Background: an optimization exercise with open tools, aiming at small area, a short achievable clock period and few clock cycles. Do not read the settings as production practice.
The RTL was checked by simulation tests, not by an equivalence proof against the original design.

==> flow/design.v, too long to show whole: its modules and the start of the top module <==
// module conv_core: 99 lines
// module mac_lo: 710 lines
// module mac_hi: 268 lines
// module zsum: 145 lines
// module ip_mod_conv: 277 lines
module ip_mod_conv
#(
  parameter int DATAWIDTH = 32,
  parameter int SIZE_X    = 32,
  parameter int SIZE_Y    = 32,
  parameter int SIZE_Z    = 64,
  parameter logic [31:0] IP_ID_VAL = 32'h1000500C
) (
  input  logic                 clk,
  input  logic                 rst_a,
  input  logic                 en_s,
  input  logic [DATAWIDTH-1:0] data_in,
  output logic [DATAWIDTH-1:0] data_out,
  input  logic                 write,
  input  logic                 read,
  input  logic                 start,
  input  logic [4:0]           conf_dbus,
  output logic                 int_req
);
  // ...
==> flow/run.sh <==
#!/bin/bash
# synth_recipe.tcl (not shown) runs the flow's synth.tcl, then flattens the netlist and writes it again
# the make line also repeats each setting of config.mk as NAME=value (left out here)
make -C /OpenROAD-flow-scripts/flow DESIGN_CONFIG=/design/flow/config.mk WORK_HOME=/design/flow/orfs CLKGATE_MAP_FILE= SYNTH_SCRIPT=/design/flow/synth_recipe.tcl finish
==> flow/config.mk <==
export PLATFORM = sky130hd
export DESIGN_NAME = ip_mod_conv
export DESIGN_NICKNAME = ip_mod_conv
export VERILOG_FILES = /design/flow/design.v
export SDC_FILE = /design/flow/constraint.sdc
export NUM_CORES = 4
export LEC_CHECK = 0
export CAP_MARGIN = 20
export CORE_MARGIN = 2
export CORE_UTILIZATION = 45
export PLACE_DENSITY = 0.6
export SLEW_MARGIN = 20
==> flow/constraint.sdc <==
create_clock -name core_clock -period 10.0 [get_ports {clk}]
set_input_delay 2.0000 -clock core_clock [delete_from_list [all_inputs] [get_ports {clk}]]
set_output_delay 2.0000 -clock core_clock [all_outputs]
set_load 0.01 [all_outputs]
==> flow_summary.toml, run 1 <==
[status]
status = "finished clean"

[sta]
finalHoldViolCount = 0
fmax_mhz = 159
setup_violations = 0
rsz0062_at_grt = "no"

[yosys]
ys_seq_area_share_pct = 51.6
synthMuxAreaShare_pct = 7.98
synth_area_leaders = "edfxtp_1 (50%), fa_1 (13%), mux4_2 (7.3%)"
postSynth.asyncResetShare_pct = 2.86

[worst_setup_path]
critPathCaptureType = "register"
crit_arrival_ns = 7.25

[worst_hold_path]
hold_start = "pa_tv[7]"

[final_layout]
multiInputGateArea_um2 = 137000
nFillCells = 58915
final_cell_area_um2 = 345000
num-nets-final = 24714

[place]
dp_hpwl_um = 641000

[grt]
track_usage_pct = 29.2
grt_pass1_vias = 201798

[cts]
postCtsSetupRepairBufs = 0
cts-buffers-inserted = 592

[route]
route.detailed.drc = 0
dr.pass1.iters = 9

[die]
die_area_um2 = 705000
Testbench counts, summed over its fixed seeds: cycles 10,818.
==> run 2, diff against run 1 <==
--- a/flow/config.mk
+++ b/flow/config.mk
@@ -10,3 +10,4 @@
 export CORE_UTILIZATION = 45
 export PLACE_DENSITY = 0.6
+export SETUP_SLACK_MARGIN = 5
 export SLEW_MARGIN = 20
==> run 2 against run 1 <==
Against the previous run: critical path depth unchanged; clock-buffer cell count unchanged; cell count increased by 0.21%; critical endpoint is now u_core.lo_c[6][31].
==> flow_summary.toml, run 2 <==
[worst_setup_path]
r2r-start = "u_core.one_q[0]"
crit_arrival_ns = 5.86
cp_max_fo = 121
crit_start = "u_core.one_q[0]"
critPathCaptureType = "register"
worstSetupEndpoint = "u_core.lo_c[6][31]"
ff2ff_setup_slack_ns = 4.94
crit_path_start_kind = "register"
crit_type = "register to register"
r2r_cells = 12
timing.rr.end = "u_core.lo_c[6][31]"
cp.required_ns = 10.80

[cts]
insertion_delay_ns = 1.15
holdBufCountCts = 0
cts_tree = "yes"
clkSinkCount = 5426
clk_pin_slew_worst_paths_ns = 0.06
cts.path.max_buffers = 4
cts-buffers-inserted = 592
cts_root_buf = "clkbuf_16"
htreeDepth = 6

[final_layout]
fin_cells = 31903
layout-drive-gt1-share_pct = 12.9
largest-register = "mem_z"
mostFrequentLayoutCells = "edfxtp_1 (5271), inv_1 (2255), a22oi_1 (2200)"
area_delta_synth_final_pct = 10.2
final_common_cell = "edfxtp_1"
final_cell_area_um2 = 346000
num-nets-final = 24776
largest_register_ffs = 2016
top_regs = "mem_z: 2016 flops, mem_x: 1024 flops, mem_y: 1024 flops"

[yosys]
synth_common_cells = "edfxtp_1 (5271), inv_1 (2257), a22oi_1 (2202), fa_1 (1978), clkbuf_1 (1307)"
synth_warnings = 16
postSynth.asyncResetShare_pct = 2.86
synth_most_common_cell = "edfxtp_1"
ys_ff_latch = 5426
synth_area_leaders = "edfxtp_1 (50%), fa_1 (13%), mux4_2 (7.3%)"
yosysUniqueCellTypes = 95
synthesis.area_um2 = 314000
yosys.area.top_type = "edfxtp_1"
synthFlopType = "edfxtp_1"
avgSynthCellArea_um2 = 13.9
ys_seq_area_share_pct = 51.6
synthCells = 22674
synth-edff-count = 5271
yosysTopAreaCellShare_pct = 50.4

[grt]
antenna_found_initial = 68
track_usage_pct = 29.5
grt_max_degree = 190
grt_pass1_vias = 202829
grt_overflow = 0
grt_pass1_wl_um = 1500000

[sta]
setup_violations = 0
slew_violations = 0
skew_ns = 0.107
finalHoldViolCount = 0
fin_setup_tns_ns = 0
period_share_pct = 50.6
final.min_clock_period_ns = 5.06
fmax_mhz = 198
worstMarginPinSlew_ns = 1.26
rsz0062_at_grt = "yes"
relSlewSlack_pct = 15.8

[place]
numPlacedInstances = 30732
dp_hpwl_um = 641000
place_congestion = 0.920
port_buffers = 75
placed_area_um2 = 326000

[die]
die_area_um2 = 705000
die_y_um = 840
start_util_pct = 45.2
die_width_um = 840
core_area_um2 = 695000
io_pins = 76
rows = 306

[route]
drt-vias-per-instance = 6.31
routedWlPerCell_um = 33.1
postRouteAntennaNets = 0
drtIter0Drc = 29098
vias = 201283
route.detailed.drc = 0
totalWireLength_um = 1060000
dr.pass1.iters = 8

[job]
drv_cap = 0

[worst_hold_path]
hold_path.class = "register to register"
whs_path_depth = 1

[status]
status = "finished clean"
## run 2: cell types whose count changed in the layout (fill, tap and decap cells not counted), moves of 6 or more
| cell | delta |
|---|---|
| nor2_4 | +31 |
| buf_6 | +29 |
| nand2_1 | -9 |
| a31oi_1 | -6 |
| a31oi_2 | +6 |
| buf_12 | -6 |
## run 2: how the worst min path moves through the flow
| stage | from | to | slack, ns |
|---|---|---|---|
| after CTS | pa_tv[7] | cp_tv[7] | 0.48 |
| after global placement | pa_zb[1] | cp_zb[1] | 0.46 |
| after detailed placement | pa_tv[7] | cp_tv[7] | 0.46 |
| after global routing | pa_b0 | cp_b0 | 0.50 |
| final | pa_tv[7] | cp_tv[7] | 0.48 |
| after floorplan | zold_reg[0] | u_core.zq_a[0] | 0.40 |
## run 2: kinds of logic (layout without fill, tap and decap cells)
family          after synthesis  after routing  share of synthesized area (%)
compound gates             3984           3984                           8.95
buf+inv                    4156           4081                           5.16
flops                      5426           5426                           51.6
simple gates               2911           2941                           4.57
mux                        1196           1199                           7.98
other cells                   2             33                        0.00239
xor+xnor                   2430           2430                           6.77
fa+ha+maj                  2569           2569                           15.0
## run 2: critical path, cell delays in order, from the launching register on
cell,delay (ns)
edfxtp_1,0.59
clkbuf_16,0.33
a22oi_2,0.44
xor2_1,0.41
fa_1,0.51
fa_1,0.42
fa_1,0.42
fa_1,0.45
xnor2_1,0.19
xnor2_1,0.16
xnor2_1,0.17
xnor2_1,0.12
xnor2_1,0.13
## run 2: repair_timing
action | 4_1_cts | 5_1_grt
cloned | 35 | 3
resized for setup | 91 | 39
pin swaps | 17 | 3
buffers inserted | 20 | 19
setup endpoints to repair | 2179 | 538
## run 2: stage by stage
step	util, %	hold slack (ns)	worst slack (ns)
after detailed placement	46.9	0.465	2.72
after global placement	46.9	0.461	2.66
after floorplan	-	0.400	5.10
after global routing	49.8	0.496	4.81
final	49.8	0.478	4.94
after CTS	49.8	0.476	4.92
## run 2: final cells by class
cell class	instances	area (um2)
Multi-Input combinational cell	13130	138000
Fill cell	58812	349000
Sequential cell	5426	162000
Clock buffer	738	15600
Timing Repair Buffer	750	6870
Antenna cell	26	65.1
Clock inverter	329	3510
Inverter	2264	8510
Tap cell	9240	11600
## run 2: routing by layer
layer  GRT usage [%]  wire [um]  up-vias
li1                -          -    80821
met1            41.5     414000   105682
met2            42.7     454000    12618
met3            8.41     132000     2140
met4            13.1      55900       22
met5               0        150        -
==> module conv_core, before the edit <==
module conv_core
#(
  parameter int NT = 8
) (
  input  logic             clk,
  input  logic             en,
  input  logic [NT*32-1:0] taps_in,    
  input  logic [31:0]      sample_in,  
  input  logic             first,      
  input  logic [31:0]      zold,       
  output logic [31:0]      z_wdata     
);
  logic [15:0] one_q, two_q, neg_q;
  logic [31:0] tap_q [NT];
  always_ff @(posedge clk) begin
    if (en) begin
      for (int r = 0; r < 16; r++) begin
        logic b2, b1, b0;
        b2 = sample_in[2*r+1];
        b1 = sample_in[2*r];
        b0 = (r == 0) ? 1'b0 : sample_in[2*r-1];
        one_q[r] <= b1 ^ b0;
        two_q[r] <= (b2 & ~b1 & ~b0) | (~b2 & b1 & b0);
        neg_q[r] <= b2 & ~(b1 & b0);
      end
      for (int i = 0; i < NT; i++) tap_q[i] <= taps_in[i*32 +: 32];
    end
  end
  logic [31:0] lo_s [NT];
  logic [31:0] lo_c [NT];
  logic [15:0] hi_s [NT];
  logic [15:0] hi_c [NT];
  logic [31:0] lo_s_d [NT];
  logic [31:0] lo_c_d [NT];
  logic [15:0] hi_s_d [NT];
  logic [15:0] hi_c_d [NT];
  for (genvar i = 0; i < NT; i++) begin : g_tap
    logic [31:0] ls_in, lc_in;
    logic [15:0] hs_in, hc_in;
    if (i == NT - 1) begin : g_end
      assign ls_in = 32'd0;
      assign lc_in = 32'd0;
      assign hs_in = 16'd0;
      assign hc_in = 16'd0;
    end else begin : g_mid
      assign ls_in = first ? 32'd0 : lo_s[i+1];
      assign lc_in = first ? 32'd0 : lo_c[i+1];
      assign hs_in = first ? 16'd0 : hi_s[i+1];
      assign hc_in = first ? 16'd0 : hi_c[i+1];
    end
    mac_lo u_lo (
      .h   (tap_q[i]),
      .one (one_q[7:0]),
      .two (two_q[7:0]),
      .neg (neg_q[7:0]),
      .cs  (ls_in),
      .cc  (lc_in),
      .os  (lo_s_d[i]),
      .oc  (lo_c_d[i])
    );
    mac_hi u_hi (
      .h   (tap_q[i][15:0]),
      .one (one_q[15:8]),
      .two (two_q[15:8]),
      .neg (neg_q[15:8]),
      .cs  (hs_in),
      .cc  (hc_in),
      .os  (hi_s_d[i]),
      .oc  (hi_c_d[i])
    );
  end
  always_ff @(posedge clk) begin
    if (en) begin
      for (int i = 0; i < NT; i++) begin
        lo_s[i] <= lo_s_d[i];
        lo_c[i] <= lo_c_d[i];
        hi_s[i] <= hi_s_d[i];
        hi_c[i] <= hi_c_d[i];
      end
    end
  end
  logic [31:0] zr_a, zr_b, zq_a, zq_b;
  zsum u_zsum (
    .ls  (lo_s[0]),
    .lc  (lo_c[0]),
    .hs  (hi_s[0]),
    .hc  (hi_c[0]),
    .za  (zold),
    .ra  (zr_a),
    .rb  (zr_b)
  );
  always_ff @(posedge clk) begin
    if (en) begin
      zq_a <= zr_a;
      zq_b <= zr_b;
    end
  end
  assign z_wdata = zq_a + zq_b;
endmodule
==> module zsum, before the edit <==
module zsum (
  input  logic [31:0] ls,
  input  logic [31:0] lc,
  input  logic [15:0] hs,
  input  logic [15:0] hc,
  input  logic [31:0] za,
  output logic [31:0] ra,
  output logic [31:0] rb
);
  logic ts1, tc2, ts3, tc4, ts5, tc6, ts7, tc8, ts9, tc10, ts11, tc12, ts13, tc14, ts15, tc16;
  logic ts17, tc18, ts19, tc20, ts21, tc22, ts23, tc24, ts25, tc26, ts27, tc28, ts29, tc30, ts31, ts32;
  logic tc33, ts34, tc35, ts36, tc37, ts38, tc39, ts40, tc41, ts42, tc43, ts44, tc45, ts46, tc47, ts48;
  logic tc49, ts50, tc51, ts52, tc53, ts54, tc55, ts56, tc57, ts58, tc59, ts60, tc61, ts62, ts63, tc64;
  logic ts65, tc66, ts67, tc68, ts69, tc70, ts71, tc72, ts73, tc74, ts75, tc76, ts77, tc78, ts79, tc80;
  logic ts81, tc82, ts83, tc84, ts85, tc86, ts87, tc88, ts89, tc90, ts91, tc92, ts93, tc94, ts95, tc96;
  logic ts97, tc98, ts99, tc100, ts101, tc102, ts103, tc104, ts105, tc106, ts107, tc108, ts109, tc110, ts111, tc112;
  logic ts113, tc114, ts115, tc116, ts117, tc118, ts119, tc120, ts121, tc122, ts123, tc124, ts125;
  assign ts1 = ls[16] ^ lc[16];
  assign tc2 = ls[16] & lc[16];
  assign ts3 = ls[17] ^ lc[17] ^ za[17];
  assign tc4 = (ls[17] & lc[17]) | (za[17] & (ls[17] ^ lc[17]));
  assign ts5 = ls[18] ^ lc[18] ^ za[18];
  assign tc6 = (ls[18] & lc[18]) | (za[18] & (ls[18] ^ lc[18]));
  assign ts7 = ls[19] ^ lc[19] ^ za[19];
  assign tc8 = (ls[19] & lc[19]) | (za[19] & (ls[19] ^ lc[19]));
  assign ts9 = ls[20] ^ lc[20] ^ za[20];
  assign tc10 = (ls[20] & lc[20]) | (za[20] & (ls[20] ^ lc[20]));
  assign ts11 = ls[21] ^ lc[21] ^ za[21];
  assign tc12 = (ls[21] & lc[21]) | (za[21] & (ls[21] ^ lc[21]));
  assign ts13 = ls[22] ^ lc[22] ^ za[22];
  assign tc14 = (ls[22] & lc[22]) | (za[22] & (ls[22] ^ lc[22]));
  assign ts15 = ls[23] ^ lc[23] ^ za[23];
  assign tc16 = (ls[23] & lc[23]) | (za[23] & (ls[23] ^ lc[23]));
  assign ts17 = ls[24] ^ lc[24] ^ za[24];
  assign tc18 = (ls[24] & lc[24]) | (za[24] & (ls[24] ^ lc[24]));
  assign ts19 = ls[25] ^ lc[25] ^ za[25];
  assign tc20 = (ls[25] & lc[25]) | (za[25] & (ls[25] ^ lc[25]));
  assign ts21 = ls[26] ^ lc[26] ^ za[26];
  assign tc22 = (ls[26] & lc[26]) | (za[26] & (ls[26] ^ lc[26]));
  assign ts23 = ls[27] ^ lc[27] ^ za[27];
  assign tc24 = (ls[27] & lc[27]) | (za[27] & (ls[27] ^ lc[27]));
  assign ts25 = ls[28] ^ lc[28] ^ za[28];
  assign tc26 = (ls[28] & lc[28]) | (za[28] & (ls[28] ^ lc[28]));
  assign ts27 = ls[29] ^ lc[29] ^ za[29];
  assign tc28 = (ls[29] & lc[29]) | (za[29] & (ls[29] ^ lc[29]));
  assign ts29 = ls[30] ^ lc[30] ^ za[30];
  assign tc30 = (ls[30] & lc[30]) | (za[30] & (ls[30] ^ lc[30]));
  assign ts31 = ls[31] ^ lc[31] ^ za[31];
  assign ts32 = za[16] ^ hs[0];
  assign tc33 = za[16] & hs[0];
  assign ts34 = hs[1] ^ hc[1] ^ tc2;
  assign tc35 = (hs[1] & hc[1]) | (tc2 & (hs[1] ^ hc[1]));
  assign ts36 = hs[2] ^ hc[2] ^ tc4;
  assign tc37 = (hs[2] & hc[2]) | (tc4 & (hs[2] ^ hc[2]));
  assign ts38 = hs[3] ^ hc[3] ^ tc6;
  assign tc39 = (hs[3] & hc[3]) | (tc6 & (hs[3] ^ hc[3]));
  assign ts40 = hs[4] ^ hc[4] ^ tc8;
  assign tc41 = (hs[4] & hc[4]) | (tc8 & (hs[4] ^ hc[4]));
  assign ts42 = hs[5] ^ hc[5] ^ tc10;
  assign tc43 = (hs[5] & hc[5]) | (tc10 & (hs[5] ^ hc[5]));
  assign ts44 = hs[6] ^ hc[6] ^ tc12;
  assign tc45 = (hs[6] & hc[6]) | (tc12 & (hs[6] ^ hc[6]));
  assign ts46 = hs[7] ^ hc[7] ^ tc14;
  assign tc47 = (hs[7] & hc[7]) | (tc14 & (hs[7] ^ hc[7]));
  assign ts48 = hs[8] ^ hc[8] ^ tc16;
  assign tc49 = (hs[8] & hc[8]) | (tc16 & (hs[8] ^ hc[8]));
  assign ts50 = hs[9] ^ hc[9] ^ tc18;
  assign tc51 = (hs[9] & hc[9]) | (tc18 & (hs[9] ^ hc[9]));
  assign ts52 = hs[10] ^ hc[10] ^ tc20;
  assign tc53 = (hs[10] & hc[10]) | (tc20 & (hs[10] ^ hc[10]));
  assign ts54 = hs[11] ^ hc[11] ^ tc22;
  assign tc55 = (hs[11] & hc[11]) | (tc22 & (hs[11] ^ hc[11]));
  assign ts56 = hs[12] ^ hc[12] ^ tc24;
  assign tc57 = (hs[12] & hc[12]) | (tc24 & (hs[12] ^ hc[12]));
  assign ts58 = hs[13] ^ hc[13] ^ tc26;
  assign tc59 = (hs[13] & hc[13]) | (tc26 & (hs[13] ^ hc[13]));
  assign ts60 = hs[14] ^ hc[14] ^ tc28;
  assign tc61 = (hs[14] & hc[14]) | (tc28 & (hs[14] ^ hc[14]));
  assign ts62 = hs[15] ^ hc[15] ^ tc30;
  assign ts63 = ls[0] ^ lc[0];
  assign tc64 = ls[0] & lc[0];
  assign ts65 = ls[1] ^ lc[1] ^ za[1];
  assign tc66 = (ls[1] & lc[1]) | (za[1] & (ls[1] ^ lc[1]));
  assign ts67 = ls[2] ^ lc[2] ^ za[2];
  assign tc68 = (ls[2] & lc[2]) | (za[2] & (ls[2] ^ lc[2]));
  assign ts69 = ls[3] ^ lc[3] ^ za[3];
  assign tc70 = (ls[3] & lc[3]) | (za[3] & (ls[3] ^ lc[3]));
  assign ts71 = ls[4] ^ lc[4] ^ za[4];
  assign tc72 = (ls[4] & lc[4]) | (za[4] & (ls[4] ^ lc[4]));
  assign ts73 = ls[5] ^ lc[5] ^ za[5];
  assign tc74 = (ls[5] & lc[5]) | (za[5] & (ls[5] ^ lc[5]));
  assign ts75 = ls[6] ^ lc[6] ^ za[6];
  assign tc76 = (ls[6] & lc[6]) | (za[6] & (ls[6] ^ lc[6]));
  assign ts77 = ls[7] ^ lc[7] ^ za[7];
  assign tc78 = (ls[7] & lc[7]) | (za[7] & (ls[7] ^ lc[7]));
  assign ts79 = ls[8] ^ lc[8] ^ za[8];
  assign tc80 = (ls[8] & lc[8]) | (za[8] & (ls[8] ^ lc[8]));
  assign ts81 = ls[9] ^ lc[9] ^ za[9];
  assign tc82 = (ls[9] & lc[9]) | (za[9] & (ls[9] ^ lc[9]));
  assign ts83 = ls[10] ^ lc[10] ^ za[10];
  assign tc84 = (ls[10] & lc[10]) | (za[10] & (ls[10] ^ lc[10]));
  assign ts85 = ls[11] ^ lc[11] ^ za[11];
  assign tc86 = (ls[11] & lc[11]) | (za[11] & (ls[11] ^ lc[11]));
  assign ts87 = ls[12] ^ lc[12] ^ za[12];
  assign tc88 = (ls[12] & lc[12]) | (za[12] & (ls[12] ^ lc[12]));
  assign ts89 = ls[13] ^ lc[13] ^ za[13];
  assign tc90 = (ls[13] & lc[13]) | (za[13] & (ls[13] ^ lc[13]));
  assign ts91 = ls[14] ^ lc[14] ^ za[14];
  assign tc92 = (ls[14] & lc[14]) | (za[14] & (ls[14] ^ lc[14]));
  assign ts93 = ls[15] ^ lc[15] ^ za[15];
  assign tc94 = (ls[15] & lc[15]) | (za[15] & (ls[15] ^ lc[15]));
  assign ts95 = hc[0] ^ ts1 ^ ts32;
  assign tc96 = (hc[0] & ts1) | (ts32 & (hc[0] ^ ts1));
  assign ts97 = ts3 ^ tc33 ^ ts34;
  assign tc98 = (ts3 & tc33) | (ts34 & (ts3 ^ tc33));
  assign ts99 = ts5 ^ tc35 ^ ts36;
  assign tc100 = (ts5 & tc35) | (ts36 & (ts5 ^ tc35));
  assign ts101 = ts7 ^ tc37 ^ ts38;
  assign tc102 = (ts7 & tc37) | (ts38 & (ts7 ^ tc37));
  assign ts103 = ts9 ^ tc39 ^ ts40;
  assign tc104 = (ts9 & tc39) | (ts40 & (ts9 ^ tc39));
  assign ts105 = ts11 ^ tc41 ^ ts42;
  assign tc106 = (ts11 & tc41) | (ts42 & (ts11 ^ tc41));
  assign ts107 = ts13 ^ tc43 ^ ts44;
  assign tc108 = (ts13 & tc43) | (ts44 & (ts13 ^ tc43));
  assign ts109 = ts15 ^ tc45 ^ ts46;
  assign tc110 = (ts15 & tc45) | (ts46 & (ts15 ^ tc45));
  assign ts111 = ts17 ^ tc47 ^ ts48;
  assign tc112 = (ts17 & tc47) | (ts48 & (ts17 ^ tc47));
  assign ts113 = ts19 ^ tc49 ^ ts50;
  assign tc114 = (ts19 & tc49) | (ts50 & (ts19 ^ tc49));
  assign ts115 = ts21 ^ tc51 ^ ts52;
  assign tc116 = (ts21 & tc51) | (ts52 & (ts21 ^ tc51));
  assign ts117 = ts23 ^ tc53 ^ ts54;
  assign tc118 = (ts23 & tc53) | (ts54 & (ts23 ^ tc53));
  assign ts119 = ts25 ^ tc55 ^ ts56;
  assign tc120 = (ts25 & tc55) | (ts56 & (ts25 ^ tc55));
  assign ts121 = ts27 ^ tc57 ^ ts58;
  assign tc122 = (ts27 & tc57) | (ts58 & (ts27 ^ tc57));
  assign ts123 = ts29 ^ tc59 ^ ts60;
  assign tc124 = (ts29 & tc59) | (ts60 & (ts29 ^ tc59));
  assign ts125 = ts31 ^ tc61 ^ ts62;
  assign ra = {tc124, tc122, tc120, tc118, tc116, tc114, tc112, tc110, tc108, tc106, tc104, tc102, tc100, tc98, tc96, tc94, tc92, tc90, tc88, tc86, tc84, tc82, tc80, tc78, tc76, tc74, tc72, tc70, tc68, tc66, tc64, za[0]};
  assign rb = {ts125, ts123, ts121, ts119, ts117, ts115, ts113, ts111, ts109, ts107, ts105, ts103, ts101, ts99, ts97, ts95, ts93, ts91, ts89, ts87, ts85, ts83, ts81, ts79, ts77, ts75, ts73, ts71, ts69, ts67, ts65, ts63};
endmodule
==> module ip_mod_conv, before the edit <==
module ip_mod_conv
#(
  parameter int DATAWIDTH = 32,
  parameter int SIZE_X    = 32,
  parameter int SIZE_Y    = 32,
  parameter int SIZE_Z    = 64,
  parameter logic [31:0] IP_ID_VAL = 32'h1000500C
) (
  input  logic                 clk,
  input  logic                 rst_a,
  input  logic                 en_s,
  input  logic [DATAWIDTH-1:0] data_in,
  output logic [DATAWIDTH-1:0] data_out,
  input  logic                 write,
  input  logic                 read,
  input  logic                 start,
  input  logic [4:0]           conf_dbus,
  output logic                 int_req
);
  localparam logic [4:0] CFG_X_MEM    = 5'd0;
  localparam logic [4:0] CFG_X_PTR    = 5'd1;
  localparam logic [4:0] CFG_Y_MEM    = 5'd2;
  localparam logic [4:0] CFG_Y_PTR    = 5'd3;
  localparam logic [4:0] CFG_Z_MEM    = 5'd4;
  localparam logic [4:0] CFG_Z_PTR    = 5'd5;
  localparam logic [4:0] CFG_CONF_MEM = 5'd6;
  localparam logic [4:0] CFG_STATUS   = 5'd30;
  localparam logic [4:0] CFG_IP_ID    = 5'd31;
  localparam int NT  = 8;           
  localparam int LNT = $clog2(NT);
  localparam int ZW  = 63;          
  localparam int PAD = NT + 2;
  logic [31:0] mem_x [32];
  logic [31:0] mem_y [32];
  logic [31:0] mem_z [ZW];
  logic [4:0]  ptr_x_reg;
  logic [4:0]  ptr_y_reg;
  logic [5:0]  ptr_z_reg;
  logic [10:0] conf_reg;
  logic        done_reg;
  logic [7:0]  mask_reg;
  logic        busy_reg;
  logic [5:0]  zlen_reg;
  logic wr_x, wr_y, wr_conf, wr_status;
  logic rd_x, rd_y, rd_z;
  always_comb begin
    wr_x      = write && (conf_dbus == CFG_X_MEM);
    wr_y      = write && (conf_dbus == CFG_Y_MEM);
    wr_conf   = write && (conf_dbus == CFG_CONF_MEM);
    wr_status = write && (conf_dbus == CFG_STATUS);
    rd_x      = read  && (conf_dbus == CFG_X_MEM);
    rd_y      = read  && (conf_dbus == CFG_Y_MEM);
    rd_z      = read  && (conf_dbus == CFG_Z_MEM);
  end
  logic [5:0] nx, ny;
  logic       shape;
  logic [4:0] off;
  always_comb begin
    nx    = (conf_reg[4:0] == 5'd0) ? 6'd32 : {1'b0, conf_reg[4:0]};
    ny    = (conf_reg[9:5] == 5'd0) ? 6'd32 : {1'b0, conf_reg[9:5]};
    shape = conf_reg[10];
    off   = shape ? 5'd0 : ny[5:1];
  end
  logic       issuing;
  logic       pend;                
  logic [5:0] pass_reg;            
  logic [6:0] j_reg;
  logic       conf_wr_d;           
  logic [5:0] bn;
  assign bn = issuing ? pass_reg + 6'(NT) : 6'd0;
  logic [6:0]    pa_t, pa_jlo, pa_a;
  logic [7:0]    pa_b;             
  logic          pa_last, pa_b0;
  logic [5:0]    pa_zb;            
  logic [NT-1:0] pa_tv;
  always_ff @(posedge clk) begin
    if (en_s) begin
      logic [6:0] rem, t;
      logic signed [7:0] d;
      rem = {1'b0, nx} - {1'b0, bn};
      t   = (rem >= 7'(NT)) ? 7'(NT) : rem;
      d   = $signed({3'b0, off}) - $signed({2'b0, bn});
      pa_t    <= t;
      pa_jlo  <= (d < 0) ? 7'd0 : d[6:0];
      pa_a    <= {1'b0, ny} + t - 7'd2;
      pa_b    <= {3'b0, off} + {2'b0, nx} - 8'd1 - {2'b0, bn};
      pa_last <= (rem <= 7'(NT));
      pa_b0   <= (bn == 6'd0);
      pa_zb   <= bn - {1'b0, off};
      for (int i = 0; i < NT; i++) pa_tv[i] <= (7'(i) < rem);
    end
  end
  logic [6:0] pb_jhi, pb_js, pb_je;
  always_comb begin
    logic signed [7:0] e;
    pb_jhi = (shape || $signed({1'b0, pa_a}) <= $signed(pa_b)) ? pa_a : pa_b[6:0];
    e      = $signed({1'b0, pa_jlo}) - $signed({1'b0, pa_t}) + 8'sd1;
    pb_js  = (e < 0) ? 7'd0 : e[6:0];
    pb_je  = (!pa_last && (pb_js + 7'(PAD) > pb_jhi)) ? pb_js + 7'(PAD) : pb_jhi;
  end
  logic [6:0]    cp_jlo, cp_jhi, cp_je;
  logic          cp_last, cp_b0, cp_first;
  logic [5:0]    cp_zb;
  logic [NT-1:0] cp_tv;
  logic start_go, load_pass, last_j;
  assign start_go  = start && !busy_reg;
  assign last_j    = (j_reg == cp_je);
  assign load_pass = (start_go && !conf_wr_d) || pend || (issuing && last_j && !cp_last);
  always_ff @(posedge clk or negedge rst_a) begin
    if (!rst_a) begin
      issuing   <= 1'b0;
      pend      <= 1'b0;
      pass_reg  <= '0;
      j_reg     <= '0;
      conf_wr_d <= 1'b0;
      cp_jlo    <= '0;
      cp_jhi    <= '0;
      cp_je     <= '0;
      cp_last   <= 1'b0;
      cp_b0     <= 1'b0;
      cp_first  <= 1'b0;
      cp_zb     <= '0;
      cp_tv     <= '0;
    end else if (en_s) begin
      conf_wr_d <= wr_conf;
      pend      <= start_go && conf_wr_d;
      if (load_pass) begin
        cp_jlo   <= pa_jlo;
        cp_jhi   <= pb_jhi;
        cp_je    <= pb_je;
        cp_last  <= pa_last;
        cp_b0    <= pa_b0;
        cp_zb    <= pa_zb;
        cp_tv    <= pa_tv;
        cp_first <= 1'b1;
        j_reg    <= pb_js;
        pass_reg <= bn;
        issuing  <= 1'b1;
      end else if (issuing) begin
        cp_first <= 1'b0;
        j_reg    <= j_reg + 7'd1;
        if (last_j) issuing <= 1'b0;
      end
    end
  end
  logic        iss_out, iss_init, iss_last, iss_sv;
  logic [5:0]  iss_zaddr;
  always_comb begin
    iss_out   = issuing && (j_reg >= cp_jlo) && (j_reg <= cp_jhi);
    iss_init  = cp_b0 || ({1'b0, j_reg} >= {2'b0, ny} - 8'd1);
    iss_last  = issuing && cp_last && last_j;
    iss_sv    = ({1'b0, j_reg} < {2'b0, ny});
    iss_zaddr = j_reg[5:0] + cp_zb;
  end
  logic [4:0]  y_addr;
  logic [31:0] y_rd;
  logic [5:0]  z_addr;
  logic [31:0] z_rd;
  logic [5:0]  s1_zaddr;
  assign y_addr = busy_reg ? j_reg[4:0] : ptr_y_reg;
  assign y_rd   = mem_y[y_addr];
  assign z_addr = busy_reg ? s1_zaddr : ptr_z_reg;
  assign z_rd   = (z_addr == 6'd63) ? 32'd0 : mem_z[z_addr];
  logic        s1_first, s1_out, s1_init, s1_last;
  logic        s2_out, s2_last;
  logic [5:0]  s2_zaddr;
  logic        s3_out, s3_last;
  logic [5:0]  s3_zaddr;
  logic [31:0] zold_reg;
  always_ff @(posedge clk or negedge rst_a) begin
    if (!rst_a) begin
      s1_first <= 1'b0; s1_out <= 1'b0; s1_init <= 1'b0; s1_last <= 1'b0;
      s2_out <= 1'b0; s2_last <= 1'b0;
      s3_out <= 1'b0; s3_last <= 1'b0;
      s1_zaddr <= '0; s2_zaddr <= '0; s3_zaddr <= '0;
    end else if (en_s) begin
      s1_first <= cp_first;
      s1_out   <= iss_out;
      s1_init  <= iss_init;
      s1_last  <= iss_last;
      s1_zaddr <= iss_zaddr;
      s2_out <= s1_out; s2_last <= s1_last; s2_zaddr <= s1_zaddr;
      s3_out <= s2_out; s3_last <= s2_last; s3_zaddr <= s2_zaddr;
    end
  end
  always_ff @(posedge clk) begin
    if (en_s) zold_reg <= s1_init ? 32'd0 : z_rd;
  end
  logic [NT*32-1:0] taps;
  always_comb begin
    for (int i = 0; i < NT; i++) begin
      logic [4:0] k;
      k = {pass_reg[4:LNT], LNT'(i)};
      taps[i*32 +: 32] = cp_tv[i] ? mem_x[k] : 32'd0;
    end
  end
  logic [31:0] z_wdata;
  conv_core #(.NT(NT)) u_core (
    .clk       (clk),
    .en        (en_s),
    .taps_in   (taps),
    .sample_in (iss_sv ? y_rd : 32'd0),
    .first     (s1_first),
    .zold      (zold_reg),
    .z_wdata   (z_wdata)
  );
  always_ff @(posedge clk) begin
    if (en_s && wr_x) mem_x[ptr_x_reg] <= data_in;
  end
  always_ff @(posedge clk) begin
    if (en_s && wr_y) mem_y[ptr_y_reg] <= data_in;
  end
  always_ff @(posedge clk) begin
    if (en_s && s3_out) mem_z[s3_zaddr] <= z_wdata;
  end
  always_ff @(posedge clk or negedge rst_a) begin
    if (!rst_a) begin
      ptr_x_reg <= '0;
      ptr_y_reg <= '0;
      ptr_z_reg <= '0;
    end else if (en_s) begin
      if (write && conf_dbus == CFG_X_PTR) ptr_x_reg <= data_in[4:0];
      else if (wr_x || rd_x)               ptr_x_reg <= ptr_x_reg + 5'd1;
      if (write && conf_dbus == CFG_Y_PTR) ptr_y_reg <= data_in[4:0];
      else if (wr_y || rd_y)               ptr_y_reg <= ptr_y_reg + 5'd1;
      if (write && conf_dbus == CFG_Z_PTR) ptr_z_reg <= data_in[5:0];
      else if (rd_z)                       ptr_z_reg <= ptr_z_reg + 6'd1;
    end
  end
  logic done_set;
  assign done_set = s3_last;
  always_ff @(posedge clk or negedge rst_a) begin
    if (!rst_a) begin
      conf_reg <= '0;
      done_reg <= 1'b0;
      mask_reg <= '0;
      busy_reg <= 1'b0;
      zlen_reg <= '0;
    end else if (en_s) begin
      if (wr_conf)   conf_reg <= data_in[10:0];
      if (wr_status) mask_reg <= data_in[23:16];
      done_reg <= done_set | (done_reg & ~(wr_status & data_in[0]));
      if (start_go) begin
        busy_reg <= 1'b1;
        zlen_reg <= shape ? 6'(nx + ny - 6'd1) : nx;
      end else if (done_set) begin
        busy_reg <= 1'b0;
      end
    end
  end
  assign int_req = ~(done_reg & mask_reg[0]);
  logic [31:0] status_word;
  always_comb begin
    status_word        = '0;
    status_word[0]     = done_reg;
    status_word[8]     = busy_reg;
    status_word[23:16] = mask_reg;
  end
  always_ff @(posedge clk or negedge rst_a) begin
    if (!rst_a) begin
      data_out <= '0;
    end else if (en_s && read) begin
      case (conf_dbus)
        CFG_X_MEM:    data_out <= mem_x[ptr_x_reg];
        CFG_X_PTR:    data_out <= {27'd0, ptr_x_reg};
        CFG_Y_MEM:    data_out <= y_rd;
        CFG_Y_PTR:    data_out <= {27'd0, ptr_y_reg};
        CFG_Z_MEM:    data_out <= (ptr_z_reg < zlen_reg) ? z_rd : 32'd0;
        CFG_Z_PTR:    data_out <= {26'd0, ptr_z_reg};
        CFG_CONF_MEM: data_out <= {21'd0, conf_reg};
        CFG_STATUS:   data_out <= status_word;
        CFG_IP_ID:    data_out <= IP_ID_VAL;
        default:      data_out <= '0;
      endcase
    end
  end
endmodule
==> run 3, diff against run 2 <==
--- a/flow/design.v
+++ b/flow/design.v
@@ -27,45 +27,45 @@
     end
   end
-  logic [31:0] lo_s [NT];
-  logic [31:0] lo_c [NT];
-  logic [15:0] hi_s [NT];
-  logic [15:0] hi_c [NT];
-  logic [31:0] lo_s_d [NT];
-  logic [31:0] lo_c_d [NT];
-  logic [15:0] hi_s_d [NT];
-  logic [15:0] hi_c_d [NT];
+  logic [31:0] g0_s [NT];
+  logic [31:0] g0_c [NT];
+  logic [31:0] g0_sd [NT];
+  logic [31:0] g0_cd [NT];
+  logic [15:0] g1_s [NT];
+  logic [15:0] g1_c [NT];
+  logic [15:0] g1_sd [NT];
+  logic [15:0] g1_cd [NT];
   for (genvar i = 0; i < NT; i++) begin : g_tap
-    logic [31:0] ls_in, lc_in;
-    logic [15:0] hs_in, hc_in;
+    logic [31:0] s0_in, c0_in;
+    logic [15:0] s1_in, c1_in;
     if (i == NT - 1) begin : g_end
-      assign ls_in = 32'd0;
-      assign lc_in = 32'd0;
-      assign hs_in = 16'd0;
-      assign hc_in = 16'd0;
+      assign s0_in = '0;
+      assign c0_in = '0;
+      assign s1_in = '0;
+      assign c1_in = '0;
     end else begin : g_mid
-      assign ls_in = first ? 32'd0 : lo_s[i+1];
-      assign lc_in = first ? 32'd0 : lo_c[i+1];
-      assign hs_in = first ? 16'd0 : hi_s[i+1];
-      assign hc_in = first ? 16'd0 : hi_c[i+1];
+      assign s0_in = first ? '0 : g0_s[i+1];
+      assign c0_in = first ? '0 : g0_c[i+1];
+      assign s1_in = first ? '0 : g1_s[i+1];
+      assign c1_in = first ? '0 : g1_c[i+1];
     end
-    mac_lo u_lo (
-      .h   (tap_q[i]),
+    mac_g0 u_g0 (
+      .h   (tap_q[i][31:0]),
       .one (one_q[7:0]),
       .two (two_q[7:0]),
       .neg (neg_q[7:0]),
-      .cs  (ls_in),
-      .cc  (lc_in),
-      .os  (lo_s_d[i]),
-      .oc  (lo_c_d[i])
+      .cs  (s0_in),
+      .cc  (c0_in),
+      .os  (g0_sd[i]),
+      .oc  (g0_cd[i])
     );
-    mac_hi u_hi (
+    mac_g1 u_g1 (
       .h   (tap_q[i][15:0]),
       .one (one_q[15:8]),
       .two (two_q[15:8]),
       .neg (neg_q[15:8]),
-      .cs  (hs_in),
-      .cc  (hc_in),
-      .os  (hi_s_d[i]),
-      .oc  (hi_c_d[i])
+      .cs  (s1_in),
+      .cc  (c1_in),
+      .os  (g1_sd[i]),
+      .oc  (g1_cd[i])
     );
   end
@@ -73,8 +73,8 @@
     if (en) begin
       for (int i = 0; i < NT; i++) begin
-        lo_s[i] <= lo_s_d[i];
-        lo_c[i] <= lo_c_d[i];
-        hi_s[i] <= hi_s_d[i];
-        hi_c[i] <= hi_c_d[i];
+        g0_s[i] <= g0_sd[i];
+        g0_c[i] <= g0_cd[i];
+        g1_s[i] <= g1_sd[i];
+        g1_c[i] <= g1_cd[i];
       end
     end
@@ -82,8 +82,8 @@
   logic [31:0] zr_a, zr_b, zq_a, zq_b;
   zsum u_zsum (
-    .ls  (lo_s[0]),
-    .lc  (lo_c[0]),
-    .hs  (hi_s[0]),
-    .hc  (hi_c[0]),
+    .s0  (g0_s[0]),
+    .c0  (g0_c[0]),
+    .s1  (g1_s[0]),
+    .c1  (g1_c[0]),
     .za  (zold),
     .ra  (zr_a),
@@ -98,5 +98,5 @@
   assign z_wdata = zq_a + zq_b;
 endmodule
-module mac_lo (
+module mac_g0 (
   input  logic [31:0] h,
   input  logic [7:0]  one,
@@ -808,5 +808,5 @@
   assign oc = {ts455, ts453, ts451, ts449, ts447, ts445, ts443, ts441, ts439, ts437, ts435, ts433, ts431, ts429, ts427, ts425, ts423, ts421, ts419, ts417, ts415, ts413, ts411, ts409, ts407, ts405, ts403, ts401, ts399, ts397, ts395, ts393};
 endmodule
-module mac_hi (
+module mac_g1 (
   input  logic [15:0] h,
   input  logic [7:0]  one,
@@ -1077,8 +1077,8 @@
 endmodule
 module zsum (
-  input  logic [31:0] ls,
-  input  logic [31:0] lc,
-  input  logic [15:0] hs,
-  input  logic [15:0] hc,
+  input  logic [31:0] s0,
+  input  logic [31:0] c0,
+  input  logic [15:0] s1,
+  input  logic [15:0] c1,
   input  logic [31:0] za,
   output logic [31:0] ra,
@@ -1093,100 +1093,100 @@
   logic ts97, tc98, ts99, tc100, ts101, tc102, ts103, tc104, ts105, tc106, ts107, tc108, ts109, tc110, ts111, tc112;
   logic ts113, tc114, ts115, tc116, ts117, tc118, ts119, tc120, ts121, tc122, ts123, tc124, ts125;
-  assign ts1 = ls[16] ^ lc[16];
-  assign tc2 = ls[16] & lc[16];
-  assign ts3 = ls[17] ^ lc[17] ^ za[17];
-  assign tc4 = (ls[17] & lc[17]) | (za[17] & (ls[17] ^ lc[17]));
-  assign ts5 = ls[18] ^ lc[18] ^ za[18];
-  assign tc6 = (ls[18] & lc[18]) | (za[18] & (ls[18] ^ lc[18]));
-  assign ts7 = ls[19] ^ lc[19] ^ za[19];
-  assign tc8 = (ls[19] & lc[19]) | (za[19] & (ls[19] ^ lc[19]));
-  assign ts9 = ls[20] ^ lc[20] ^ za[20];
-  assign tc10 = (ls[20] & lc[20]) | (za[20] & (ls[20] ^ lc[20]));
-  assign ts11 = ls[21] ^ lc[21] ^ za[21];
-  assign tc12 = (ls[21] & lc[21]) | (za[21] & (ls[21] ^ lc[21]));
-  assign ts13 = ls[22] ^ lc[22] ^ za[22];
-  assign tc14 = (ls[22] & lc[22]) | (za[22] & (ls[22] ^ lc[22]));
-  assign ts15 = ls[23] ^ lc[23] ^ za[23];
-  assign tc16 = (ls[23] & lc[23]) | (za[23] & (ls[23] ^ lc[23]));
-  assign ts17 = ls[24] ^ lc[24] ^ za[24];
-  assign tc18 = (ls[24] & lc[24]) | (za[24] & (ls[24] ^ lc[24]));
-  assign ts19 = ls[25] ^ lc[25] ^ za[25];
-  assign tc20 = (ls[25] & lc[25]) | (za[25] & (ls[25] ^ lc[25]));
-  assign ts21 = ls[26] ^ lc[26] ^ za[26];
-  assign tc22 = (ls[26] & lc[26]) | (za[26] & (ls[26] ^ lc[26]));
-  assign ts23 = ls[27] ^ lc[27] ^ za[27];
-  assign tc24 = (ls[27] & lc[27]) | (za[27] & (ls[27] ^ lc[27]));
-  assign ts25 = ls[28] ^ lc[28] ^ za[28];
-  assign tc26 = (ls[28] & lc[28]) | (za[28] & (ls[28] ^ lc[28]));
-  assign ts27 = ls[29] ^ lc[29] ^ za[29];
-  assign tc28 = (ls[29] & lc[29]) | (za[29] & (ls[29] ^ lc[29]));
-  assign ts29 = ls[30] ^ lc[30] ^ za[30];
-  assign tc30 = (ls[30] & lc[30]) | (za[30] & (ls[30] ^ lc[30]));
-  assign ts31 = ls[31] ^ lc[31] ^ za[31];
-  assign ts32 = za[16] ^ hs[0];
-  assign tc33 = za[16] & hs[0];
-  assign ts34 = hs[1] ^ hc[1] ^ tc2;
-  assign tc35 = (hs[1] & hc[1]) | (tc2 & (hs[1] ^ hc[1]));
-  assign ts36 = hs[2] ^ hc[2] ^ tc4;
-  assign tc37 = (hs[2] & hc[2]) | (tc4 & (hs[2] ^ hc[2]));
-  assign ts38 = hs[3] ^ hc[3] ^ tc6;
-  assign tc39 = (hs[3] & hc[3]) | (tc6 & (hs[3] ^ hc[3]));
-  assign ts40 = hs[4] ^ hc[4] ^ tc8;
-  assign tc41 = (hs[4] & hc[4]) | (tc8 & (hs[4] ^ hc[4]));
-  assign ts42 = hs[5] ^ hc[5] ^ tc10;
-  assign tc43 = (hs[5] & hc[5]) | (tc10 & (hs[5] ^ hc[5]));
-  assign ts44 = hs[6] ^ hc[6] ^ tc12;
-  assign tc45 = (hs[6] & hc[6]) | (tc12 & (hs[6] ^ hc[6]));
-  assign ts46 = hs[7] ^ hc[7] ^ tc14;
-  assign tc47 = (hs[7] & hc[7]) | (tc14 & (hs[7] ^ hc[7]));
-  assign ts48 = hs[8] ^ hc[8] ^ tc16;
-  assign tc49 = (hs[8] & hc[8]) | (tc16 & (hs[8] ^ hc[8]));
-  assign ts50 = hs[9] ^ hc[9] ^ tc18;
-  assign tc51 = (hs[9] & hc[9]) | (tc18 & (hs[9] ^ hc[9]));
-  assign ts52 = hs[10] ^ hc[10] ^ tc20;
-  assign tc53 = (hs[10] & hc[10]) | (tc20 & (hs[10] ^ hc[10]));
-  assign ts54 = hs[11] ^ hc[11] ^ tc22;
-  assign tc55 = (hs[11] & hc[11]) | (tc22 & (hs[11] ^ hc[11]));
-  assign ts56 = hs[12] ^ hc[12] ^ tc24;
-  assign tc57 = (hs[12] & hc[12]) | (tc24 & (hs[12] ^ hc[12]));
-  assign ts58 = hs[13] ^ hc[13] ^ tc26;
-  assign tc59 = (hs[13] & hc[13]) | (tc26 & (hs[13] ^ hc[13]));
-  assign ts60 = hs[14] ^ hc[14] ^ tc28;
-  assign tc61 = (hs[14] & hc[14]) | (tc28 & (hs[14] ^ hc[14]));
-  assign ts62 = hs[15] ^ hc[15] ^ tc30;
-  assign ts63 = ls[0] ^ lc[0];
-  assign tc64 = ls[0] & lc[0];
-  assign ts65 = ls[1] ^ lc[1] ^ za[1];
-  assign tc66 = (ls[1] & lc[1]) | (za[1] & (ls[1] ^ lc[1]));
-  assign ts67 = ls[2] ^ lc[2] ^ za[2];
-  assign tc68 = (ls[2] & lc[2]) | (za[2] & (ls[2] ^ lc[2]));
-  assign ts69 = ls[3] ^ lc[3] ^ za[3];
-  assign tc70 = (ls[3] & lc[3]) | (za[3] & (ls[3] ^ lc[3]));
-  assign ts71 = ls[4] ^ lc[4] ^ za[4];
-  assign tc72 = (ls[4] & lc[4]) | (za[4] & (ls[4] ^ lc[4]));
-  assign ts73 = ls[5] ^ lc[5] ^ za[5];
-  assign tc74 = (ls[5] & lc[5]) | (za[5] & (ls[5] ^ lc[5]));
-  assign ts75 = ls[6] ^ lc[6] ^ za[6];
-  assign tc76 = (ls[6] & lc[6]) | (za[6] & (ls[6] ^ lc[6]));
-  assign ts77 = ls[7] ^ lc[7] ^ za[7];
-  assign tc78 = (ls[7] & lc[7]) | (za[7] & (ls[7] ^ lc[7]));
-  assign ts79 = ls[8] ^ lc[8] ^ za[8];
-  assign tc80 = (ls[8] & lc[8]) | (za[8] & (ls[8] ^ lc[8]));
-  assign ts81 = ls[9] ^ lc[9] ^ za[9];
-  assign tc82 = (ls[9] & lc[9]) | (za[9] & (ls[9] ^ lc[9]));
-  assign ts83 = ls[10] ^ lc[10] ^ za[10];
-  assign tc84 = (ls[10] & lc[10]) | (za[10] & (ls[10] ^ lc[10]));
-  assign ts85 = ls[11] ^ lc[11] ^ za[11];
-  assign tc86 = (ls[11] & lc[11]) | (za[11] & (ls[11] ^ lc[11]));
-  assign ts87 = ls[12] ^ lc[12] ^ za[12];
-  assign tc88 = (ls[12] & lc[12]) | (za[12] & (ls[12] ^ lc[12]));
-  assign ts89 = ls[13] ^ lc[13] ^ za[13];
-  assign tc90 = (ls[13] & lc[13]) | (za[13] & (ls[13] ^ lc[13]));
-  assign ts91 = ls[14] ^ lc[14] ^ za[14];
-  assign tc92 = (ls[14] & lc[14]) | (za[14] & (ls[14] ^ lc[14]));
-  assign ts93 = ls[15] ^ lc[15] ^ za[15];
-  assign tc94 = (ls[15] & lc[15]) | (za[15] & (ls[15] ^ lc[15]));
-  assign ts95 = hc[0] ^ ts1 ^ ts32;
-  assign tc96 = (hc[0] & ts1) | (ts32 & (hc[0] ^ ts1));
+  assign ts1 = za[16] ^ s0[16];
+  assign tc2 = za[16] & s0[16];
+  assign ts3 = za[17] ^ s0[17] ^ c0[17];
+  assign tc4 = (za[17] & s0[17]) | (c0[17] & (za[17] ^ s0[17]));
+  assign ts5 = za[18] ^ s0[18] ^ c0[18];
+  assign tc6 = (za[18] & s0[18]) | (c0[18] & (za[18] ^ s0[18]));
+  assign ts7 = za[19] ^ s0[19] ^ c0[19];
+  assign tc8 = (za[19] & s0[19]) | (c0[19] & (za[19] ^ s0[19]));
+  assign ts9 = za[20] ^ s0[20] ^ c0[20];
+  assign tc10 = (za[20] & s0[20]) | (c0[20] & (za[20] ^ s0[20]));
+  assign ts11 = za[21] ^ s0[21] ^ c0[21];
+  assign tc12 = (za[21] & s0[21]) | (c0[21] & (za[21] ^ s0[21]));
+  assign ts13 = za[22] ^ s0[22] ^ c0[22];
+  assign tc14 = (za[22] & s0[22]) | (c0[22] & (za[22] ^ s0[22]));
+  assign ts15 = za[23] ^ s0[23] ^ c0[23];
+  assign tc16 = (za[23] & s0[23]) | (c0[23] & (za[23] ^ s0[23]));
+  assign ts17 = za[24] ^ s0[24] ^ c0[24];
+  assign tc18 = (za[24] & s0[24]) | (c0[24] & (za[24] ^ s0[24]));
+  assign ts19 = za[25] ^ s0[25] ^ c0[25];
+  assign tc20 = (za[25] & s0[25]) | (c0[25] & (za[25] ^ s0[25]));
+  assign ts21 = za[26] ^ s0[26] ^ c0[26];
+  assign tc22 = (za[26] & s0[26]) | (c0[26] & (za[26] ^ s0[26]));
+  assign ts23 = za[27] ^ s0[27] ^ c0[27];
+  assign tc24 = (za[27] & s0[27]) | (c0[27] & (za[27] ^ s0[27]));
+  assign ts25 = za[28] ^ s0[28] ^ c0[28];
+  assign tc26 = (za[28] & s0[28]) | (c0[28] & (za[28] ^ s0[28]));
+  assign ts27 = za[29] ^ s0[29] ^ c0[29];
+  assign tc28 = (za[29] & s0[29]) | (c0[29] & (za[29] ^ s0[29]));
+  assign ts29 = za[30] ^ s0[30] ^ c0[30];
+  assign tc30 = (za[30] & s0[30]) | (c0[30] & (za[30] ^ s0[30]));
+  assign ts31 = za[31] ^ s0[31] ^ c0[31];
+  assign ts32 = c0[16] ^ s1[0];
+  assign tc33 = c0[16] & s1[0];
+  assign ts34 = s1[1] ^ c1[1] ^ tc2;
+  assign tc35 = (s1[1] & c1[1]) | (tc2 & (s1[1] ^ c1[1]));
+  assign ts36 = s1[2] ^ c1[2] ^ tc4;
+  assign tc37 = (s1[2] & c1[2]) | (tc4 & (s1[2] ^ c1[2]));
+  assign ts38 = s1[3] ^ c1[3] ^ tc6;
+  assign tc39 = (s1[3] & c1[3]) | (tc6 & (s1[3] ^ c1[3]));
+  assign ts40 = s1[4] ^ c1[4] ^ tc8;
+  assign tc41 = (s1[4] & c1[4]) | (tc8 & (s1[4] ^ c1[4]));
+  assign ts42 = s1[5] ^ c1[5] ^ tc10;
+  assign tc43 = (s1[5] & c1[5]) | (tc10 & (s1[5] ^ c1[5]));
+  assign ts44 = s1[6] ^ c1[6] ^ tc12;
+  assign tc45 = (s1[6] & c1[6]) | (tc12 & (s1[6] ^ c1[6]));
+  assign ts46 = s1[7] ^ c1[7] ^ tc14;
+  assign tc47 = (s1[7] & c1[7]) | (tc14 & (s1[7] ^ c1[7]));
+  assign ts48 = s1[8] ^ c1[8] ^ tc16;
+  assign tc49 = (s1[8] & c1[8]) | (tc16 & (s1[8] ^ c1[8]));
+  assign ts50 = s1[9] ^ c1[9] ^ tc18;
+  assign tc51 = (s1[9] & c1[9]) | (tc18 & (s1[9] ^ c1[9]));
+  assign ts52 = s1[10] ^ c1[10] ^ tc20;
+  assign tc53 = (s1[10] & c1[10]) | (tc20 & (s1[10] ^ c1[10]));
+  assign ts54 = s1[11] ^ c1[11] ^ tc22;
+  assign tc55 = (s1[11] & c1[11]) | (tc22 & (s1[11] ^ c1[11]));
+  assign ts56 = s1[12] ^ c1[12] ^ tc24;
+  assign tc57 = (s1[12] & c1[12]) | (tc24 & (s1[12] ^ c1[12]));
+  assign ts58 = s1[13] ^ c1[13] ^ tc26;
+  assign tc59 = (s1[13] & c1[13]) | (tc26 & (s1[13] ^ c1[13]));
+  assign ts60 = s1[14] ^ c1[14] ^ tc28;
+  assign tc61 = (s1[14] & c1[14]) | (tc28 & (s1[14] ^ c1[14]));
+  assign ts62 = s1[15] ^ c1[15] ^ tc30;
+  assign ts63 = za[0] ^ s0[0];
+  assign tc64 = za[0] & s0[0];
+  assign ts65 = za[1] ^ s0[1] ^ c0[1];
+  assign tc66 = (za[1] & s0[1]) | (c0[1] & (za[1] ^ s0[1]));
+  assign ts67 = za[2] ^ s0[2] ^ c0[2];
+  assign tc68 = (za[2] & s0[2]) | (c0[2] & (za[2] ^ s0[2]));
+  assign ts69 = za[3] ^ s0[3] ^ c0[3];
+  assign tc70 = (za[3] & s0[3]) | (c0[3] & (za[3] ^ s0[3]));
+  assign ts71 = za[4] ^ s0[4] ^ c0[4];
+  assign tc72 = (za[4] & s0[4]) | (c0[4] & (za[4] ^ s0[4]));
+  assign ts73 = za[5] ^ s0[5] ^ c0[5];
+  assign tc74 = (za[5] & s0[5]) | (c0[5] & (za[5] ^ s0[5]));
+  assign ts75 = za[6] ^ s0[6] ^ c0[6];
+  assign tc76 = (za[6] & s0[6]) | (c0[6] & (za[6] ^ s0[6]));
+  assign ts77 = za[7] ^ s0[7] ^ c0[7];
+  assign tc78 = (za[7] & s0[7]) | (c0[7] & (za[7] ^ s0[7]));
+  assign ts79 = za[8] ^ s0[8] ^ c0[8];
+  assign tc80 = (za[8] & s0[8]) | (c0[8] & (za[8] ^ s0[8]));
+  assign ts81 = za[9] ^ s0[9] ^ c0[9];
+  assign tc82 = (za[9] & s0[9]) | (c0[9] & (za[9] ^ s0[9]));
+  assign ts83 = za[10] ^ s0[10] ^ c0[10];
+  assign tc84 = (za[10] & s0[10]) | (c0[10] & (za[10] ^ s0[10]));
+  assign ts85 = za[11] ^ s0[11] ^ c0[11];
+  assign tc86 = (za[11] & s0[11]) | (c0[11] & (za[11] ^ s0[11]));
+  assign ts87 = za[12] ^ s0[12] ^ c0[12];
+  assign tc88 = (za[12] & s0[12]) | (c0[12] & (za[12] ^ s0[12]));
+  assign ts89 = za[13] ^ s0[13] ^ c0[13];
+  assign tc90 = (za[13] & s0[13]) | (c0[13] & (za[13] ^ s0[13]));
+  assign ts91 = za[14] ^ s0[14] ^ c0[14];
+  assign tc92 = (za[14] & s0[14]) | (c0[14] & (za[14] ^ s0[14]));
+  assign ts93 = za[15] ^ s0[15] ^ c0[15];
+  assign tc94 = (za[15] & s0[15]) | (c0[15] & (za[15] ^ s0[15]));
+  assign ts95 = c1[0] ^ ts1 ^ ts32;
+  assign tc96 = (c1[0] & ts1) | (ts32 & (c1[0] ^ ts1));
   assign ts97 = ts3 ^ tc33 ^ ts34;
   assign tc98 = (ts3 & tc33) | (ts34 & (ts3 ^ tc33));
@@ -1218,5 +1218,5 @@
   assign tc124 = (ts29 & tc59) | (ts60 & (ts29 ^ tc59));
   assign ts125 = ts31 ^ tc61 ^ ts62;
-  assign ra = {tc124, tc122, tc120, tc118, tc116, tc114, tc112, tc110, tc108, tc106, tc104, tc102, tc100, tc98, tc96, tc94, tc92, tc90, tc88, tc86, tc84, tc82, tc80, tc78, tc76, tc74, tc72, tc70, tc68, tc66, tc64, za[0]};
+  assign ra = {tc124, tc122, tc120, tc118, tc116, tc114, tc112, tc110, tc108, tc106, tc104, tc102, tc100, tc98, tc96, tc94, tc92, tc90, tc88, tc86, tc84, tc82, tc80, tc78, tc76, tc74, tc72, tc70, tc68, tc66, tc64, c0[0]};
   assign rb = {ts125, ts123, ts121, ts119, ts117, ts115, ts113, ts111, ts109, ts107, ts105, ts103, ts101, ts99, ts97, ts95, ts93, ts91, ts89, ts87, ts85, ts83, ts81, ts79, ts77, ts75, ts73, ts71, ts69, ts67, ts65, ts63};
 endmodule
@@ -1289,6 +1289,5 @@
   logic [6:0] j_reg;
   logic       conf_wr_d;           
-  logic [5:0] bn;
-  assign bn = issuing ? pass_reg + 6'(NT) : 6'd0;
+  logic [5:0] bn;                  
   logic [6:0]    pa_t, pa_jlo, pa_a;
   logic [7:0]    pa_b;             
@@ -1344,4 +1343,5 @@
       cp_zb     <= '0;
       cp_tv     <= '0;
+      bn        <= '0;
     end else if (en_s) begin
       conf_wr_d <= wr_conf;
@@ -1358,9 +1358,13 @@
         j_reg    <= pb_js;
         pass_reg <= bn;
+        bn       <= bn + 6'(NT);
         issuing  <= 1'b1;
       end else if (issuing) begin
         cp_first <= 1'b0;
         j_reg    <= j_reg + 7'd1;
-        if (last_j) issuing <= 1'b0;
+        if (last_j) begin
+          issuing <= 1'b0;
+          bn      <= 6'd0;
+        end
       end
     end
@@ -1378,9 +1382,41 @@
   logic [31:0] y_rd;
   logic [5:0]  z_addr;
+  logic [4-LNT:0] x_grp;
+  logic [31:0] x_rd;
   logic [31:0] z_rd;
   logic [5:0]  s1_zaddr;
-  assign y_addr = busy_reg ? j_reg[4:0] : ptr_y_reg;
+  logic [6:0] j_nx;
+  logic [4:0] ptr_x_nx, ptr_y_nx;
+  logic [5:0] pass_nx;
+  logic [5:0] ptr_z_nx;
+  logic       busy_nx;
+  always_comb begin
+    j_nx = j_reg;
+    if (load_pass)    j_nx = pb_js;
+    else if (issuing) j_nx = j_reg + 7'd1;
+    pass_nx = load_pass ? bn : pass_reg;
+    ptr_x_nx = ptr_x_reg;
+    if (write && conf_dbus == CFG_X_PTR) ptr_x_nx = data_in[4:0];
+    else if (wr_x || rd_x)               ptr_x_nx = ptr_x_reg + 5'd1;
+    ptr_y_nx = ptr_y_reg;
+    if (write && conf_dbus == CFG_Y_PTR) ptr_y_nx = data_in[4:0];
+    else if (wr_y || rd_y)               ptr_y_nx = ptr_y_reg + 5'd1;
+    ptr_z_nx = ptr_z_reg;
+    if (write && conf_dbus == CFG_Z_PTR) ptr_z_nx = data_in[5:0];
+    else if (rd_z)                       ptr_z_nx = ptr_z_reg + 6'd1;
+    busy_nx = start_go || (busy_reg && !done_set);
+  end
+  always_ff @(posedge clk or negedge rst_a) begin
+    if (!rst_a) begin
+      y_addr <= '0;
+      z_addr <= '0;
+      x_grp  <= '0;
+    end else if (en_s) begin
+      x_grp  <= busy_nx ? pass_nx[4:LNT] : ptr_x_nx[4:LNT];
+      y_addr <= busy_nx ? j_nx[4:0] : ptr_y_nx;
+      z_addr <= busy_nx ? iss_zaddr : ptr_z_nx;
+    end
+  end
   assign y_rd   = mem_y[y_addr];
-  assign z_addr = busy_reg ? s1_zaddr : ptr_z_reg;
   assign z_rd   = (z_addr == 6'd63) ? 32'd0 : mem_z[z_addr];
   logic        s1_first, s1_out, s1_init, s1_last;
@@ -1409,12 +1445,13 @@
     if (en_s) zold_reg <= s1_init ? 32'd0 : z_rd;
   end
+  logic [NT*32-1:0] x_words;
   logic [NT*32-1:0] taps;
   always_comb begin
     for (int i = 0; i < NT; i++) begin
-      logic [4:0] k;
-      k = {pass_reg[4:LNT], LNT'(i)};
-      taps[i*32 +: 32] = cp_tv[i] ? mem_x[k] : 32'd0;
+      x_words[i*32 +: 32] = mem_x[{x_grp, LNT'(i)}];
+      taps[i*32 +: 32]    = cp_tv[i] ? x_words[i*32 +: 32] : 32'd0;
     end
   end
+  assign x_rd = x_words[ptr_x_reg[LNT-1:0]*32 +: 32];
   logic [31:0] z_wdata;
   conv_core #(.NT(NT)) u_core (
@@ -1451,5 +1488,5 @@
   end
   logic done_set;
-  assign done_set = s3_last;
+  assign done_set = s2_last;
   always_ff @(posedge clk or negedge rst_a) begin
     if (!rst_a) begin
@@ -1471,5 +1508,14 @@
     end
   end
-  assign int_req = ~(done_reg & mask_reg[0]);
+  logic int_req_reg;
+  always_ff @(posedge clk or negedge rst_a) begin
+    if (!rst_a) begin
+      int_req_reg <= 1'b1;
+    end else if (en_s) begin
+      int_req_reg <= ~((done_set | (done_reg & ~(wr_status & data_in[0]))) &
+                       (wr_status ? data_in[16] : mask_reg[0]));
+    end
+  end
+  assign int_req = int_req_reg;
   logic [31:0] status_word;
   always_comb begin
@@ -1484,9 +1530,10 @@
     end else if (en_s && read) begin
       case (conf_dbus)
-        CFG_X_MEM:    data_out <= mem_x[ptr_x_reg];
+        CFG_X_MEM:    data_out <= x_rd;
         CFG_X_PTR:    data_out <= {27'd0, ptr_x_reg};
         CFG_Y_MEM:    data_out <= y_rd;
         CFG_Y_PTR:    data_out <= {27'd0, ptr_y_reg};
-        CFG_Z_MEM:    data_out <= (ptr_z_reg < zlen_reg) ? z_rd : 32'd0;
+        CFG_Z_MEM:    data_out <= (ptr_z_reg >= zlen_reg) ? 32'd0 :
+                                  (s3_out && ptr_z_reg == s3_zaddr) ? z_wdata : z_rd;
         CFG_Z_PTR:    data_out <= {26'd0, ptr_z_reg};
         CFG_CONF_MEM: data_out <= {21'd0, conf_reg};
==> flow/flow/run.sh (new file) <==
#!/bin/bash
# Standard layout (the standard.sh: standard synthesis, floorplan, place,
# CTS, route, finish), with the timing repair after CTS and global routing
# aiming at a setup slack of SETUP_SLACK_MARGIN ns at the design's clock.
set -euo pipefail
bash standard.sh SETUP_SLACK_MARGIN=6 finish > flow_make.log 2>&1
==> flow/standard.sh (new file) <==
#!/bin/bash
# synth_recipe.tcl (not shown) runs the flow's synth.tcl, then flattens the netlist and writes it again
# the make line also repeats each setting of config.mk as NAME=value (left out here)
make -C /OpenROAD-flow-scripts/flow DESIGN_CONFIG=/design/flow/config.mk WORK_HOME=/design/flow/orfs CLKGATE_MAP_FILE= SYNTH_SCRIPT=/design/flow/synth_recipe.tcl "${@:-finish}"
removed: flow/run.sh
==> run 3 against run 2 <==
Against the previous run: clock skew is 0.027 ns lower; still clean; fmax is 17% higher; hold slack worse by 0.058 ns; utilization is 2.4 points higher; wire length is 2.1% higher.
==> flow_summary.toml, run 3 <==
[yosys]
yosys.area.top_type = "edfxtp_1"
yosysUniqueCellTypes = 83
synth_warnings = 16
synth_compound_area_share_pct = 6.91
synth_fa_ha_area_share_pct = 15.4
synth_xor_area_share_pct = 7.00
synthFlopType = "edfxtp_1"
ys_seq_area_share_pct = 53.2
synth_area_leaders = "edfxtp_1 (52%), fa_1 (13%), mux4_2 (7.6%)"
synth_simple_gate_area_share_pct = 3.49

[final_layout]
final_common_cell = "edfxtp_1"
post-route-util_pct = 52.2
mostFrequentLayoutCells = "edfxtp_1 (5271), inv_1 (1996), a22oi_1 (1707)"
largest-register = "mem_z"
largest_register_ffs = 2016

[sta]
final.min_clock_period_ns = 4.32
fin_setup_tns_ns = 0
setup_violations = 0
slew_violations = 0
worstMarginPinSlew_ns = 1.34
period_share_pct = 43.2
layout_setup_ws_ns = 5.68
rsz0062_at_grt = "yes"

[grt]
grt_overflow = 0
grt_max_degree = 149
grt_pass1_vias = 190670
track_usage_pct = 30.7

[worst_setup_path]
crit_chain = "inv_2 -> ha_4 -> inv_2 -> ha_4 -> inv_2 -> fa_2 -> nor2b_1 -> o21a_1 -> o21a_1 -> o311ai_4 -> buf_6 -> and2_4 -> ha_4 -> o21ai_2 -> xnor2_1 -> nand2b_4 -> inv_4 -> ha_4 -> nand3_2 -> o21bai_4 -> a211oi_2 -> buf_4 -> mux2_4 -> o21ai_2"
critPathCaptureType = "register"
cp_max_fo = 5
crit_path_start_kind = "register"
r2r_cells = 24
cp_common_cell = "ha_4"
cp.depth = 24

[route]
drt-vias-per-instance = 6.25
postRouteAntennaNets = 0
drtIter0Drc = 25858
route.detailed.drc = 0
totalWireLength_um = 1080000
dr.pass1.iters = 6

[cts]
cts.path.max_buffers = 4
holdBufCountCts = 0

[place]
place_congestion = 0.899
port_buffers = 75

[status]
status = "finished clean"

[die]
die_y_um = 828
io_pins = 76

[job]
drv_cap = 0
## run 3: changes by cell type after synthesis, moves of 161 or more
cell      previous run  this run
nand3_1            264        46
o211ai_1           192        31
o21ai_0            442       164
a21oi_1            368       203
nand2_1           1056       499
mux2i_1             91       380
## run 3: cell type report
| type | instances | area, um2 | area share (%) |
|---|---|---|---|
| repair inverters | 1 | 8.76 | 0.00248 |
| well taps | 8968 | 11200 | 3.18 |
| diodes | 40 | 100 | 0.0284 |
| flip-flops and latches | 5438 | 163000 | 46.1 |
| repair buffers | 1255 | 17400 | 4.92 |
| inverters | 2208 | 8320 | 2.36 |
| clock buffers | 753 | 15600 | 4.43 |
| multi-input cells | 11492 | 135000 | 38.2 |
| clock inverters | 309 | 2930 | 0.830 |
## run 3: final timing paths
| kind | from | endpoint |
|---|---|---|
| max in group asynchronous | rst_a | y_addr[1] |
| setup reg to reg | pa_jlo[1] | cp_je[5] |
| setup / recovery | pa_jlo[1] | cp_je[5] |
| hold / removal | u_core.g0_c[0][0] | u_core.zq_a[0] |
| hold reg to reg | u_core.g0_c[0][0] | u_core.zq_a[0] |
| min in group asynchronous | rst_a | mask_reg[1] |
## run 3: cell families (layout without fill, tap and decap cells)
group                      after synthesis  in the layout
and+or+nand+nor                       2043           2084
muxes                                 1488           1488
xor gates and xnor gates              2440           2441
buffers and inverters                 3839           4526
other                                    2             51
adders and majority gates             2563           2563
DFF                                   5438           5438
AOI/OAI and AO/OA                     2905           2905
## run 3: layer usage
metal  part of all wire, %  track usage [%]  up-vias  routed length (um)
met3                    12             8.65     2237              132000
li1                      -                -    75015                   -
met1                    39             42.9   100838              417000
met5                 0.027                0        -                 286
met2                    44             45.0    12262              471000
met4                   5.4             13.6       30               58200
## run 3: worst register-to-register path, delay by kind of cell, from the launching register on
| family | cells | cell delay, ns |
|---|---|---|
| buf+inv | 6 | 0.60 |
| mux | 1 | 0.31 |
| xor+xnor | 1 | 0.13 |
| compound gates | 7 | 1.14 |
| fa+ha+maj | 5 | 1.07 |
| flops | 1 | 0.48 |
| simple gates | 4 | 0.50 |
## run 3: per-stage QoR
step / area (um2)
after global placement: 317000
after floorplan: 307000
after CTS: 348000
after global routing: 353000
after detailed placement: 318000
final: 353000
## run 3: what timing repair did
item | in CTS | in global routing
gates cloned | 196 | 39
endpoints found under the setup margin | 3829 | 1479
setup buffers | 235 | 141
gates resized for setup | 1346 | 766
pin swaps | 641 | 515
Testbench counts of run 3, summed over its fixed seeds: cycles 10,722.

[static timing again, ports no longer ideal]
In the flow no input, the clock included, has a driving cell. The finished layouts below were timed again as built, in two steps. Step 1 (the two cells are an assumption about what drives the block):
set clk [get_ports {clk}]
set_driving_cell -lib_cell sky130_fd_sc_hd__clkbuf_16 $clk
set_driving_cell -lib_cell sky130_fd_sc_hd__buf_2 [delete_from_list [all_inputs] $clk]
Step 2 moves the port delays by t, midway between the first and last clock arrival at a register: inputs arrive t later, outputs are due t later. That takes back most of the time a late clock gives input paths. a / b / c = ideal ports / drivers / drivers and shift; a / b = the first two.
run	t (ns)	setup WS [ns]	hold slack, ns	cell pins on the clock port's net
run 1	1.229	3.710 / 3.710 / 3.043	0.476 / 0.476 / 0.476	1
run 2	1.225	4.945 / 4.945 / 3.911	0.478 / 0.478 / 0.478	1
run 3	1.244	5.679 / 5.679 / 4.631	0.420 / 0.420 / 0.420	1
After both steps setup and hold are still met in every run listed. For run 3, which loses most, drivers alone change the setup slack by 0.000 ns; drivers and shift together by -1.048 ns.
